This is an optimization exercise on Yosys and OpenROAD, whose aim is small area, a short achievable clock period and few clock cycles, not a production implementation.
At most, simulation tests tie the RTL to the original design; equivalence was not proved.
Power and IR drop assume default switching activity.

## job 9684
Design adc_capture_top, start of the top module:
module adc_capture_top (
	input  logic        data_clk_div,
	input  logic        rst_n,
	input  logic [39:0] lanes,
	input  logic [39:0] host_req,
	input  logic        host_req_valid,
	output logic        host_ack,
	output logic [31:0] host_rsp
);
clock: 4.0 ns
lec_check: 0
cap_margin: 20
core_margin: 2
core_utilization: 40
setup_slack_margin: 1.6
slew_margin: 20
run.sh (not shown) runs the stock make flow with config.mk's settings and CLKGATE_MAP_FILE= SYNTH_SCRIPT=/design/flow/synth_recipe.tcl, a recipe that flattens the netlist after the stock synthesis.
Setup changes, job 9684 to job 324
- CORE_UTILIZATION now 55, was 40
- CTS_CLUSTER_SIZE now 25, previously not set
- SETUP_SLACK_MARGIN now 2.0, was 1.6
- CTS_CLUSTER_DIAMETER now 100, previously not set
--- outcome ---
- Job 324: done, clean on timing, DRC and antenna
- Delta(wire length, job 324 - job 9684) < 0
- [compare] base=job 9684 new=job 324: number of inserted diodes climbed 1, leakage power summed over all cells decreased by about 6% relative to the old numbers, setup slack grew by 110 ps, total power now smaller.
- Compared with job 9684, job 324 shows a higher hold slack.
Relative to job 324, the following input files were edited for job 5327:
- clearing SETUP_SLACK_MARGIN, which used to be 2.0
- clearing CTS_CLUSTER_SIZE, which used to be 25
- swapping 55 for 40 in CORE_UTILIZATION
- clearing CTS_CLUSTER_DIAMETER, which used to be 100
Findings:
- Result: PASS for each of job 324 and job 5327
- Summary of job 5327 over job 324: sequential share of cell area fell 4.0 points; cell-internal power higher; switching portion of total power picked up an extra 0.47 points; cell area reported after detailed placement shows an increase of about 1.2%.
- In the reports for job 324 and job 5327, the smaller critical path depth belongs to job 324.
- The more densely filled core belongs to job 324, not job 5327.
No functional check of the RTL was part of any run of this note.

========
The RTL this note starts from:
==> flow/design.v <==
package adc_pkg;
	typedef struct packed {
		logic [8-1:0] frame;
		logic [8-1:0] ch0_a;
		logic [8-1:0] ch0_b;
		logic [8-1:0] ch1_a;
		logic [8-1:0] ch1_b;
	} lane_words_t;
	typedef struct packed {
		logic [16-1:0] ch0;
		logic [16-1:0] ch1;
	} sample_pair_t;
	typedef enum logic [1:0] {
		ALIGN_IDLE,
		ALIGN_CHECK,
		ALIGN_WAIT,
		ALIGN_LOCKED
	} align_state_e;
	typedef enum logic [1:0] {
		CAP_IDLE,
		CAP_RUN,
		CAP_DONE
	} cap_state_e;
endpackage
package host_pkg;
	typedef enum logic [1:0] {
		CMD_WRITE_CTRL,
		CMD_READ_STATUS,
		CMD_READ_SAMPLE
	} host_cmd_e;
	typedef struct packed {
		host_cmd_e cmd;
		logic [6-1:0] addr;
		logic [31:0] wdata;
	} host_req_t;
	typedef struct packed {
		logic [31:0] rdata;
	} host_rsp_t;
	typedef struct packed {
		logic adc_enable;
		logic capture_enable;
	} ctrl_t;
	typedef struct packed {
		logic frame_valid;
		logic [2:0] bitslip_count;
		logic [1:0] cap_state;   
		logic adc_enable;
		logic capture_enable;
	} status_t;
endpackage
`timescale 1ns/1ps
module adc_capture_top (
	input  logic        data_clk_div,
	input  logic        rst_n,
	input  logic [39:0] lanes,
	input  logic [39:0] host_req,
	input  logic        host_req_valid,
	output logic        host_ack,
	output logic [31:0] host_rsp
);
	localparam int DW = 2*16;
	localparam int N  = 64;
	localparam int AW = 6;
	function automatic logic [8-1:0] slip(input logic [8-1:0] b,
			input logic [2:0] n);
		logic [2*8-1:0] dbl;
		dbl = {b, b} >> n;
		slip = dbl[8-1:0];
	endfunction
	adc_pkg::lane_words_t lanes_s;
	host_pkg::host_req_t  req;
	assign lanes_s = lanes;
	assign req     = host_req;
	logic          ack;
	logic          adc_en, cap_en;
	logic [6:0]    cnt;           
	logic          cap_sh;        
	logic          sh;            
	logic [AW-1:0] pn;            
	logic          rd_q;          
	logic          st_q;          
	logic [7:0]    st_snap;       
	logic          frame_valid;
	logic [2:0]    bitslip;
	logic [DW-1:0] rsp;
	logic [DW*N-1:0] ring;
	logic is_wr, is_st, is_rd;
	logic cap_active, hit, ready, rise, arm, rd_ok, cap_sh_d, turn;
	assign is_wr = (req.cmd == 2'd0);
	assign is_st = (req.cmd == 2'd1);
	assign is_rd = (req.cmd == 2'd2);
	assign cap_active = cap_en & ~cnt[6];
	assign hit    = (req.addr == pn);
	assign rd_ok  = is_rd & ~cap_active;
	assign ready  = ~is_rd | cap_active | hit;
	assign rise   = host_req_valid & ~ack & ready;
	assign arm    = rise & is_wr & req.wdata[0] & ~cap_en;
	assign cap_sh_d = arm | (cap_en & (cnt < 7'd63));
	assign turn   = (ack & ~host_req_valid & rd_q) | (host_req_valid & ~ack & rd_ok & ~hit);
	logic [7:0] m;
	always_comb begin
		for (int s = 0; s < 8; s++)
			m[s] = (slip(lanes_s.frame, 3'(s)) == 8'b1111_0000);
	end
	always_ff @(posedge data_clk_div or negedge rst_n) begin
		if (!rst_n) begin
			frame_valid <= 1'b0;
			bitslip <= '0;
		end else begin
			frame_valid <= adc_en & (|m);
			bitslip <= adc_en ? {m[4] | m[5] | m[6] | m[7],
			                     m[2] | m[3] | m[6] | m[7],
			                     m[1] | m[3] | m[5] | m[7]} : 3'd0;
		end
	end
	always_ff @(posedge data_clk_div or negedge rst_n) begin
		if (!rst_n) begin
			ack <= 1'b0;
			adc_en <= 1'b0;
			cap_en <= 1'b0;
			cap_sh <= 1'b0;
			sh <= 1'b0;
			rd_q <= 1'b0;
			pn <= '0;
		end else begin
			ack <= host_req_valid & (ack | ready);
			if (rise & is_wr) begin
				adc_en <= req.wdata[1];
				cap_en <= req.wdata[0];
			end
			cap_sh <= cap_sh_d;
			sh <= cap_sh_d | turn;
			if (rise) begin
				rd_q <= rd_ok;
			end
			pn <= cap_sh_d ? '0 : (turn ? pn + 1'b1 : pn);
		end
	end
	always_ff @(posedge data_clk_div) begin
		if (arm)
			cnt <= '0;
		else if (cap_active)
			cnt <= cnt + 7'd1;
	end
	always_ff @(posedge data_clk_div) begin
		if (sh)
			ring <= {ring[DW*(N-1)-1:0],
			         cap_sh ? {slip(lanes_s.ch0_a, bitslip), slip(lanes_s.ch0_b, bitslip),
			                   slip(lanes_s.ch1_a, bitslip), slip(lanes_s.ch1_b, bitslip)}
			                : ring[DW*N-1 -: DW]};
	end
	host_pkg::status_t status;
	always_comb begin
		status.frame_valid = frame_valid;
		status.bitslip_count = bitslip;
		status.cap_state = ~cap_en ? 2'd0 : ((cnt[6] | (&cnt[5:0])) ? 2'd2 : 2'd1);
		status.adc_enable = adc_en;
		status.capture_enable = cap_en;
	end
	always_ff @(posedge data_clk_div) begin
		if (!ack) begin
			st_q <= is_st;
			st_snap <= status;
		end
	end
	always_ff @(posedge data_clk_div) begin
		if (ack ? rd_q : rd_ok)
			rsp <= sh ? ring[DW*(N-1)-1 -: DW] : ring[DW*N-1 -: DW];
		else if (ack)
			rsp <= st_q ? DW'(st_snap) : '0;
		else
			rsp <= is_st ? DW'(status) : '0;
	end
	assign host_ack = ack;
	assign host_rsp = rsp;
endmodule
==> flow/config.mk <==
export PLATFORM = sky130hd
export DESIGN_NAME = adc_capture_top
export DESIGN_NICKNAME = adc_capture_top
export VERILOG_FILES = /design/flow/design.v
export SDC_FILE = /design/flow/constraint.sdc
export NUM_CORES = 4
export LEC_CHECK = 0
export CAP_MARGIN = 20
export CORE_MARGIN = 2
export CORE_UTILIZATION = 55
export CTS_CLUSTER_DIAMETER = 100
export CTS_CLUSTER_SIZE = 25
export SETUP_SLACK_MARGIN = 2.0
export SLEW_MARGIN = 20
==> flow/constraint.sdc <==
create_clock -name core_clock -period 4.0 [get_ports {data_clk_div}]
set_input_delay 0.8000 -clock core_clock [delete_from_list [all_inputs] [get_ports {data_clk_div}]]
set_output_delay 0.8000 -clock core_clock [all_outputs]
set_load 0.01 [all_outputs]
standard.sh (not shown) runs the stock make flow with config.mk's settings and CLKGATE_MAP_FILE= SYNTH_SCRIPT=/design/flow/synth_recipe.tcl, a recipe that flattens the netlist after the stock synthesis.
==> flow/flow/run.sh <==
#!/bin/bash
# The standard layout, with the port buffers made from sky130_fd_sc_hd__buf_2
# instead of the cell buffer_ports picks by itself. Every port still gets its
# own buffer. make's full output goes to orfs_make.log; each ORFS step also
# keeps its own log under orfs/logs/.
set -euo pipefail
export BUFFER_PORTS_ARGS="-buffer_cell sky130_fd_sc_hd__buf_2"
bash standard.sh finish > orfs_make.log 2>&1
The starting point completed with no timing, DRC or antenna violations.
Testbench counts at the start, summed over its fixed seeds: cycles 9,504.
==> next run, changes <==
- CORE_UTILIZATION: 55 -> 72
- SETUP_SLACK_MARGIN: 2.0 -> 1.95
The changed run produced a clean layout.
Maximum frequency is about the same.
Flip-flop and latch count stays the same.
Synthesized cell count does not change.
Power decreases by 0.59%.
Wire length decreases by 2.0%.
Count of clock-buffer cells in the layout falls by 3.
Register-to-register slack got worse by 0.03 ns.
Critical path depth stays the same.
==> next run, changes <==
- CORE_UTILIZATION: 72 -> 65
- CTS_CLUSTER_DIAMETER: 100 -> 120
- CTS_CLUSTER_SIZE: 25 -> 30
=>
- flip-flop and latch count does not change
- clock power shrinks by about 6%
- total power shrinks by 1.5%
- cell area is about the same
- utilization shrinks by 7.9 points
- setup slack improved by 0.038 ns
- synthesized area stays the same
==> next run, changes <==
- CORE_UTILIZATION: 65 -> 55
- CTS_CLUSTER_DIAMETER: 120 -> 100
- CTS_CLUSTER_SIZE: 30 -> 25
- GPL_TIMING_DRIVEN: unset -> 0
- SETUP_SLACK_MARGIN: 1.95 -> 2.0
- The changed run completed with no timing, DRC or antenna violations
- fmax came out lower by about a fifth
- clock power climbs by a little under a tenth
- combinational power grows by well over a third
- synthesized area does not change
- flip-flop and latch count is unchanged
- count of clock-buffer cells in the layout rose by 23
- setup slack gets worse by 0.35 ns
- worst hold slack got worse by 0.014 ns

-- re-timing with driven ports --
The flow's constraints put no driver on any port. The routed layouts listed below were extracted and timed again, unchanged, in two steps. Step 1 sets driving cells, clkbuf_16 on the clock port and buf_2 on the other inputs (assumed; they add their load-dependent delay and slew). Step 2, shift: input delay + t, output delay - t, t = (earliest + latest rising clock arrival at the registers) / 2. This alone moves slack from input paths to output paths. Slacks: no drivers / after step 1 / after step 2; pairs: no drivers / after step 1.
run | t, ns | setup slack, ns | worst setup path at the end | latest minus earliest clock arrival (ns) | worst slew at a driven data input, ns
job 9684 | 0.862 | 1.614 / 1.543 / 1.316 | input to register | 0.101 / 0.100 | 0.26
job 324 | 0.744 | 1.726 / 1.656 / 1.352 | input to register | 0.037 / 0.037 | 0.16
job 5327 | 0.861 | 1.327 / 1.260 / 1.298 | input to register | 0.101 / 0.100 | 0.26
the first run of note 2 | 0.748 | 1.955 / 1.885 / 1.603 | input to register | 0.030 / 0.030 | 0.10
the second run of note 2 | 0.734 | 1.949 / 1.881 / 1.690 | input to register | 0.029 / 0.028 | 0.24
the third run of note 2 | 0.736 | 1.987 / 1.916 / 1.656 | input to register | 0.025 / 0.025 | 0.05
the fourth run of note 2 | 0.744 | 1.639 / 1.639 / 1.221 | input to register | 0.027 / 0.027 | 0.28
After both steps setup and hold are still met in every run listed. The setup slack of the fourth run of note 2, which loses most, moves by 0.000 ns with the drivers and by -0.418 ns with both steps.
